Context: an optimization exercise on an open-source flow, tuned for small area. The choices shown serve that exercise and are no tape-out recipe.
Only simulation tests tie the RTL to the original design; equivalence was not proved.
No activity file was given, so power comes from the tool's default toggle rates.

$ cat flow/run.sh
#!/bin/bash
# synth_recipe.tcl (not shown) runs the flow's synth.tcl, then flattens the netlist and writes it again
# the make line also repeats each setting of config.mk as NAME=value (left out here)
make -C /OpenROAD-flow-scripts/flow DESIGN_CONFIG=/design/flow/config.mk WORK_HOME=/design/flow/orfs CLKGATE_MAP_FILE= SYNTH_SCRIPT=/design/flow/synth_recipe.tcl finish
$ cat flow/config.mk
export PLATFORM = sky130hd
export DESIGN_NAME = gray_window_3x3
export DESIGN_NICKNAME = gray_window_3x3
export VERILOG_FILES = /design/flow/design.v
export SDC_FILE = /design/flow/constraint.sdc
export NUM_CORES = 4
export LEC_CHECK = 0
export CAP_MARGIN = 20
export CORE_MARGIN = 2
export CORE_UTILIZATION = 22
export PLACE_DENSITY = 0.35
export SLEW_MARGIN = 20
$ cat flow/constraint.sdc
create_clock -name core_clock -period 10.0 [get_ports {clk}]
set_input_delay 2.0000 -clock core_clock [delete_from_list [all_inputs] [get_ports {clk}]]
set_output_delay 2.0000 -clock core_clock [all_outputs]
set_load 0.01 [all_outputs]
$ cat flow/design.v
package img_params_pkg;
  localparam int IMG_WIDTH_DEF  = 220;
  localparam int IMG_HEIGHT_DEF = 220;
  localparam int DATA_WIDTH_DEF = 8;
  localparam int WIN_ELEMS  = 9;
  localparam int WIN_CENTRE = 4;
  typedef enum logic [2:0] {
    ST_IDLE   = 3'd0,
    ST_ACTIVE = 3'd1,
    ST_EOL    = 3'd2,
    ST_FLUSH  = 3'd3,
    ST_DONE   = 3'd4
  } gw_state_e;
  function automatic logic [1:0] clamp_sel(input int idx, input logic lo_pad,
                                           input logic hi_pad);
    if ((idx == 0 && lo_pad) || (idx == 2 && hi_pad)) clamp_sel = 2'd1;
    else clamp_sel = idx[1:0];
  endfunction
endpackage
module gray_line_ram #(
  parameter int DEPTH = 220,
  parameter int DW    = 8,
  parameter int AW    = $clog2(DEPTH)
) (
  input  logic          clk,
  input  logic          we,
  input  logic [AW-1:0] waddr,
  input  logic [DW-1:0] wdata,
  input  logic [AW-1:0] raddr,
  output logic [DW-1:0] rdata
);
  logic [DW-1:0] mem [DEPTH];
  logic [DW-1:0] rdata_q;
  always_ff @(posedge clk) begin
    if (we) mem[waddr] <= wdata;
    rdata_q <= mem[raddr];
  end
  assign rdata = rdata_q;
endmodule
import img_params_pkg::*;
module gray_window_3x3 #(
  parameter int IMG_WIDTH  = img_params_pkg::IMG_WIDTH_DEF,
  parameter int IMG_HEIGHT = img_params_pkg::IMG_HEIGHT_DEF,
  parameter int DATA_WIDTH = img_params_pkg::DATA_WIDTH_DEF
) (
  input  logic                              clk,
  input  logic                              rstn,
  input  logic                              start,
  input  logic                              in_valid,
  input  logic [DATA_WIDTH-1:0]             in_data,
  output logic                              in_ready,
  output logic                              win_valid,
  output logic [9*DATA_WIDTH-1:0]           win_data,
  output logic [$clog2(IMG_HEIGHT)-1:0]     out_row,
  output logic [$clog2(IMG_WIDTH)-1:0]      out_col,
  output logic                              busy,
  output logic                              done
);
  localparam int DW = DATA_WIDTH;
  localparam int AW = $clog2(IMG_WIDTH);
  localparam int RW = $clog2(IMG_HEIGHT);
  localparam int CW = $clog2(IMG_WIDTH + 1);
  img_params_pkg::gw_state_e                  state_q, state_d;
  logic [CW-1:0]                col_q, col_d;
  logic [RW-1:0]                row_q, row_d;
  logic [WIN_ELEMS-1:0][DW-1:0] win_q, win_d;
  logic                         win_valid_q, win_valid_d;
  logic [WIN_ELEMS-1:0][DW-1:0] win_data_q, win_data_d;
  logic [RW-1:0]                out_row_q, out_row_d;
  logic [AW-1:0]                out_col_q, out_col_d;
  logic                         busy_q, busy_d;
  logic                         done_q, done_d;
  logic                         in_ready_q, in_ready_d;
  logic                         accept;
  logic [DW-1:0]                line0_rd, line1_rd;
  logic [AW-1:0]                raddr;
  logic                         shift_en;
  logic [WIN_ELEMS-1:0][DW-1:0] win_sh, win_pad;
  logic                         emit;
  logic [RW-1:0]                ctr_row;
  logic [AW-1:0]                ctr_col;
  logic                         pt, pb, pl, pr;
  assign accept = in_valid && in_ready_q;
  assign raddr = (col_d < CW'(IMG_WIDTH)) ? AW'(col_d) : '0;
  gray_line_ram #(.DEPTH(IMG_WIDTH), .DW(DW), .AW(AW)) u_line0 (
    .clk   (clk),
    .we    (accept),
    .waddr (AW'(col_q)),
    .wdata (in_data),
    .raddr (raddr),
    .rdata (line0_rd)
  );
  gray_line_ram #(.DEPTH(IMG_WIDTH), .DW(DW), .AW(AW)) u_line1 (
    .clk   (clk),
    .we    (accept),
    .waddr (AW'(col_q)),
    .wdata (line0_rd),
    .raddr (raddr),
    .rdata (line1_rd)
  );
  assign shift_en = accept || (state_q == ST_EOL) || (state_q == ST_FLUSH);
  always_comb begin
    for (int i = 0; i < 3; i++) begin
      win_sh[3*i]   = win_q[3*i+1];
      win_sh[3*i+1] = win_q[3*i+2];
    end
    win_sh[2] = line1_rd;
    win_sh[5] = line0_rd;
    win_sh[8] = in_data;
  end
  always_comb begin
    emit    = 1'b0;
    ctr_row = '0;
    ctr_col = '0;
    case (state_q)
      ST_ACTIVE: begin
        emit    = accept && (row_q != '0) && (col_q != '0);
        ctr_row = row_q - RW'(1);
        ctr_col = AW'(col_q - CW'(1));
      end
      ST_EOL: begin
        emit    = (row_q != '0);
        ctr_row = row_q - RW'(1);
        ctr_col = AW'(IMG_WIDTH - 1);
      end
      ST_FLUSH: begin
        emit    = 1'b1;
        ctr_row = RW'(IMG_HEIGHT - 1);
        ctr_col = AW'(col_q - CW'(1));
      end
      default: ;
    endcase
  end
  assign pt = (ctr_row == '0);
  assign pb = (ctr_row == RW'(IMG_HEIGHT - 1));
  assign pl = (ctr_col == '0);
  assign pr = (ctr_col == AW'(IMG_WIDTH - 1));
  for (genvar gi = 0; gi < 3; gi++) begin : g_r
    for (genvar gj = 0; gj < 3; gj++) begin : g_c
      localparam int K = 3*gi + gj;
      logic kill;
      assign kill = (gi == 0 && pt) || (gi == 2 && pb) ||
                    (gj == 0 && pl) || (gj == 2 && pr);
      assign win_pad[K] = kill ? '0 : win_sh[K];
    end
  end
  always_comb begin
    state_d = state_q;
    col_d   = col_q;
    row_d   = row_q;
    busy_d  = busy_q;
    done_d  = 1'b0;
    case (state_q)
      ST_IDLE: begin
        if (start) begin
          state_d = ST_ACTIVE;
          busy_d  = 1'b1;
          col_d   = '0;
          row_d   = '0;
        end
      end
      ST_ACTIVE: begin
        if (accept) begin
          if (col_q == CW'(IMG_WIDTH - 1)) begin
            col_d   = '0;
            state_d = ST_EOL;
          end else begin
            col_d = col_q + CW'(1);
          end
        end
      end
      ST_EOL: begin
        if (row_q == RW'(IMG_HEIGHT - 1)) begin
          state_d = ST_FLUSH;
          col_d   = CW'(1);
        end else begin
          state_d = ST_ACTIVE;
          row_d   = row_q + RW'(1);
        end
      end
      ST_FLUSH: begin
        if (col_q == CW'(IMG_WIDTH)) begin
          state_d = ST_DONE;
          col_d   = '0;
        end else begin
          col_d = col_q + CW'(1);
        end
      end
      ST_DONE: begin
        state_d = ST_IDLE;
        busy_d  = 1'b0;
        done_d  = 1'b1;
        col_d   = '0;
        row_d   = '0;
      end
      default: state_d = ST_IDLE;
    endcase
    in_ready_d  = (state_d == ST_ACTIVE);
    win_d       = shift_en ? win_sh : win_q;
    win_valid_d = emit;
    win_data_d  = emit ? win_pad : win_data_q;
    out_row_d   = emit ? ctr_row : out_row_q;
    out_col_d   = emit ? ctr_col : out_col_q;
  end
  always_ff @(posedge clk or negedge rstn) begin
    if (!rstn) begin
      state_q     <= ST_IDLE;
      col_q       <= '0;
      row_q       <= '0;
      win_q       <= '0;
      win_valid_q <= 1'b0;
      win_data_q  <= '0;
      out_row_q   <= '0;
      out_col_q   <= '0;
      busy_q      <= 1'b0;
      done_q      <= 1'b0;
      in_ready_q  <= 1'b0;
    end else begin
      state_q     <= state_d;
      col_q       <= col_d;
      row_q       <= row_d;
      win_q       <= win_d;
      win_valid_q <= win_valid_d;
      win_data_q  <= win_data_d;
      out_row_q   <= out_row_d;
      out_col_q   <= out_col_d;
      busy_q      <= busy_d;
      done_q      <= done_d;
      in_ready_q  <= in_ready_d;
    end
  end
  assign in_ready  = in_ready_q;
  assign win_valid = win_valid_q;
  assign win_data  = win_data_q;
  assign out_row   = out_row_q;
  assign out_col   = out_col_q;
  assign busy      = busy_q;
  assign done      = done_q;
endmodule
==> notes.md <==
run status no timing/DRC/antenna violations; sort of element at the end of the critical path register; sequential area share after synthesis 0.752; hold buffer count at CTS 0; synthesized netlist cell count 10242; leading cell types by count after synthesis edfxtp_1, nor2_1, nand2_1; Crit path buffers/inverters 4; Max Cap Violations 0; Die Wd 820 um; CTS sink cnt 3695; upper clock frequency limit 126 MHz; number of port buffers 103; pin count of the biggest net entering global routing 127; post-place instance area 0.162 sq mm; wire length of the first global-routing pass 899000 um; Root Driver clkbuf_16; number of max-slew violations in the final report 0; residual DRC count 0; number of stages on the worst hold path 2; nets in the synthesized netlist 10263; ys async rst share 0.0430; worst supply voltage drop on vdd 0.376 mV; Critical Path Start Type input pin; core utilization of the finished layout 0.266; path category of the worst min-delay check reg -> reg; number of rows created at floorplan 299; number of detailed-routing iterations run before antenna repair 8; final setup vio count 0; fraction of layout instances using a drive strength above 1 0.153; total via count after detailed routing 99123; fin crit share 0.791; number of nets still failing antenna checks after routing 0; CP arrival 8.88 ns; worst slew margin relative to its limit 0.0824; number of nets at the end of the flow 10663; Avg Cell Area, Syn 14.3 sq um; count leader, synth edfxtp_1; via count normalized by instance count 4.98; sink of the worst hold path win_data_q[56]; area inside the core boundary 0.663 sq mm; crit path time final 7.91 ns; die outline height 820 um; total half-perimeter wirelength after legalization and detailed placement 410000 um; Register-to-Register Path Depth 15; worst hold slack across all endpoints 0.465 ns; pwr dens 284 mW/mm^2; crit-path most repeated cell buf_4; global-route usage over all layers 0.193; launch point of the worst reg-to-reg path col_q[1]; H-tree level count 5; Post-CTS Setup Repair Bufs 0; routability congestion estimate 0.849; boundary pin count 104; post-route design area 0.176 sq mm; synth warn 2; series of cell instances along the critical path clkdlybuf4s50_1, and2_1, o2111ai_2, a21oi_1, a221oi_4, buf_4, a21oi_4, buf_4, o21ai_4, buf_12, o311ai_0, o211ai_1, and4_1, o221ai_1, o311a_1; number of enable flip-flop cells after synthesis 3520; worst slew pin tran 1.37 ns; CTS buffer count 433; synthesis-to-finish area growth 20.6%; Clk Latency, worst-skew pair 1.07 ns; leakage dissipation 56.1 nW; area share of the largest cell type after synthesis 0.722; class of the most critical setup path in -> reg; Die Outline Area 0.672 sq mm; Setup Skew 0.0829 ns; aggregate routed wire length 675000 um; initial antenna violation count 79; kind of cell adding the most delay to the critical path compound AO/OA/AOI/OAI gates; post_cts resized 0; Synth Cell Area 0.146 sq mm; Seq cells post-synth 3695; largest cells by area after synthesis edfxtp_1, nor2_1, dfrtp_1; worst-path cell with the longest stage delay o221ai_1; violation count after the first detailed-routing iteration 12542; Clock Path Buffers 4; Largest stage delay, worst path 0.69 ns; commonest register cell after synthesis edfxtp_1; aggregate negative setup slack 0 ns; via count of the first global-routing pass 95135; hold path startpoint win_data_q[56]; clock slew at the register clock pins of the worst setup and hold paths 0.06 ns; post-synth cell types 106; unrepaired setup endpoints after global routing no; initial core utilization 0.221; end of the worst register-to-register path u_line0.rdata_q[2]; data required time at the worst endpoint 10.97 ns; largest area contributor in the netlist edfxtp_1; routed length per placed instance 33.9 um; Critical Path Fanout Max 27; global route overflow 0; flop-to-flop setup slack 2.51 ns; TritonCTS clock tree yes; Final Hold Viols 0
-- worst max-delay path by stage --
stage                   from  cells after the start  slack (ns)                 end
detailed placement  in_valid                     17        1.07  u_line0.rdata_q[6]
global placement       start                     14        0.89  u_line0.rdata_q[2]
global route        in_valid                     18        1.98  u_line0.rdata_q[6]
floorplan           in_valid                     17        4.92  u_line0.rdata_q[2]
CTS                 in_valid                     17        2.16  u_line0.rdata_q[6]
finish              in_valid                     15        2.09  u_line0.rdata_q[0]
-- worst reg2reg max path: stages (launching register included) --
cell      delay [ns]
dfrtp_1         0.66
ha_1            0.37
or3b_4          0.43
a211oi_4        0.45
nor2_2          0.15
a221oi_4        0.50
buf_4           0.56
o21ai_0         0.42
a21oi_4         0.66
buf_16          0.24
buf_4           0.34
o21ai_0         0.26
o221ai_1        0.52
nand4_1         0.57
a221oi_2        0.98
o41ai_2         0.19
-- final cells by class --
| class | count | area (sq um) |
|---|---|---|
| clock inverters | 275 | 2600 |
| well taps | 8879 | 11100 |
| clock buffers | 539 | 11400 |
| repair buffers | 750 | 6940 |
| fillers | 67957 | 487000 |
| multi-input cells | 5743 | 34200 |
| diodes | 20 | 50.0 |
| flip-flops and latches | 3695 | 110000 |
| inverters | 19 | 85.1 |
-- registers in the layout, summed over array words and instances, names as in the netlist --
| register | flops |
|---|---|
| win_valid_q | 1 |
| out_col_q | 8 |
| busy_q | 1 |
| u_line0.mem | 1760 |
| win_q | 48 |
| win_data_q | 72 |
| row_q | 8 |
| state_q | 3 |
| col_q | 8 |
| out_row_q | 8 |
| u_line1.mem | 1760 |
| u_line1.rdata_q | 8 |
| done_q | 1 |
| u_line0.rdata_q | 8 |
| in_ready_q | 1 |
-- cell usage in the layout (no fill, tap or decap), types with 27 or more instances in the layout --
cell type        netlist  final
clkinv_2               0     98
o22ai_1              185    185
o31ai_1               55     51
nor2_4                 1     37
and3_1                77     76
nand2b_1              63     63
a211oi_1             136    133
nor2_1              1148    970
nor2_2                 5    147
a31oi_1              156    155
or3_1                 76     76
mux2_2                64     64
o21ai_0              460    452
a311oi_1              36     33
nand2_1              976    957
dfrtp_1              159    159
o211ai_1             141    141
edfxtp_1            3520   3520
buf_12                 0     70
o311ai_0              80     78
bufinv_16              0     35
nand3_1              230    221
clkbuf_16              0    438
mux2i_1              161    161
nand4_1               44     44
nor4_1                32     27
a21oi_1              307    297
a221oi_1              41     41
nor3_1               426    419
clkbuf_1             331     91
buf_4                 11    562
a22o_1                55     55
o31a_1                31     31
clkdlybuf4s50_1        0     94
o221ai_1             335    335
clkinv_1               0    103
o221a_2               32     32
-- routing by layer --
metal | vias up | share of wire | track usage | routed length (um)
li1 | 40865 | - | - | -
met1 | 52890 | 0.44 | 0.271 | 296000
met2 | 4469 | 0.46 | 0.308 | 307000
met3 | 883 | 0.071 | 0.0287 | 47800
met4 | 16 | 0.035 | 0.0596 | 23800
met5 | - | 0.00017 | 0 | 115
-- stage by stage --
| step | setup WS, ns | power (mW) | instances |
|---|---|---|---|
| 3_3_place_gp | 0.888 | 34.3 | 19062 |
| 5_1_grt | 1.98 | 51.3 | 19902 |
| 4_1_cts | 2.16 | 50.3 | 19895 |
| 2_1_floorplan | 4.92 | 25.2 | 10242 |
| 3_5_place_dp | 1.07 | 34.5 | 19081 |
| 6_report | 2.09 | 50.1 | 19920 |
-- report_power, final --
part	leakage (nW)	internal [mW]	total [mW]	switching, mW
combinational	15.5	3.46	15.4	12.0
clock	6.87	9.03	15.8	6.81
sequential	33.8	18.3	18.9	0.559
-- cells by family after synthesis --
family | count (synthesis) | share of synthesized area
DFF | 3695 | 0.752
muxes | 226 | 0.0160
and+or+nand+nor | 3132 | 0.0926
AOI/OAI and AO/OA | 2357 | 0.114
xor gates and xnor gates | 19 | 0.00114
adders and majority gates | 9 | 0.000770
buffers and inverters | 804 | 0.0237

==> port drivers added, routing unchanged <==
How much do the figures lean on ideal ports? The routed layout below was timed once more, with nothing changed but the port constraints. Step 1 sets driving cells, clkbuf_16 on the clock port and buf_2 on the other inputs (assumed; they add their load-dependent delay and slew). Step 2 moves the port delays by t, midway between the first and last clock arrival at a register: inputs arrive t later, outputs are due t later. That takes back most of the time a late clock gives input paths. Slacks: ideal ports / drivers / drivers and shift; pairs: ideal ports / drivers.
t (ns): 1.165
setup slack, ns: 2.091 / 2.190 / 1.025
hold slack, ns: 0.465 / 0.465 / 0.465
latest minus earliest clock arrival (ns): 0.108 / 0.108
slew at the worst register clock pin (ns): 0.07 / 0.07
After both steps this run still meets setup and hold. For this run, drivers alone change the setup slack by +0.099 ns; drivers and shift together by -1.066 ns.
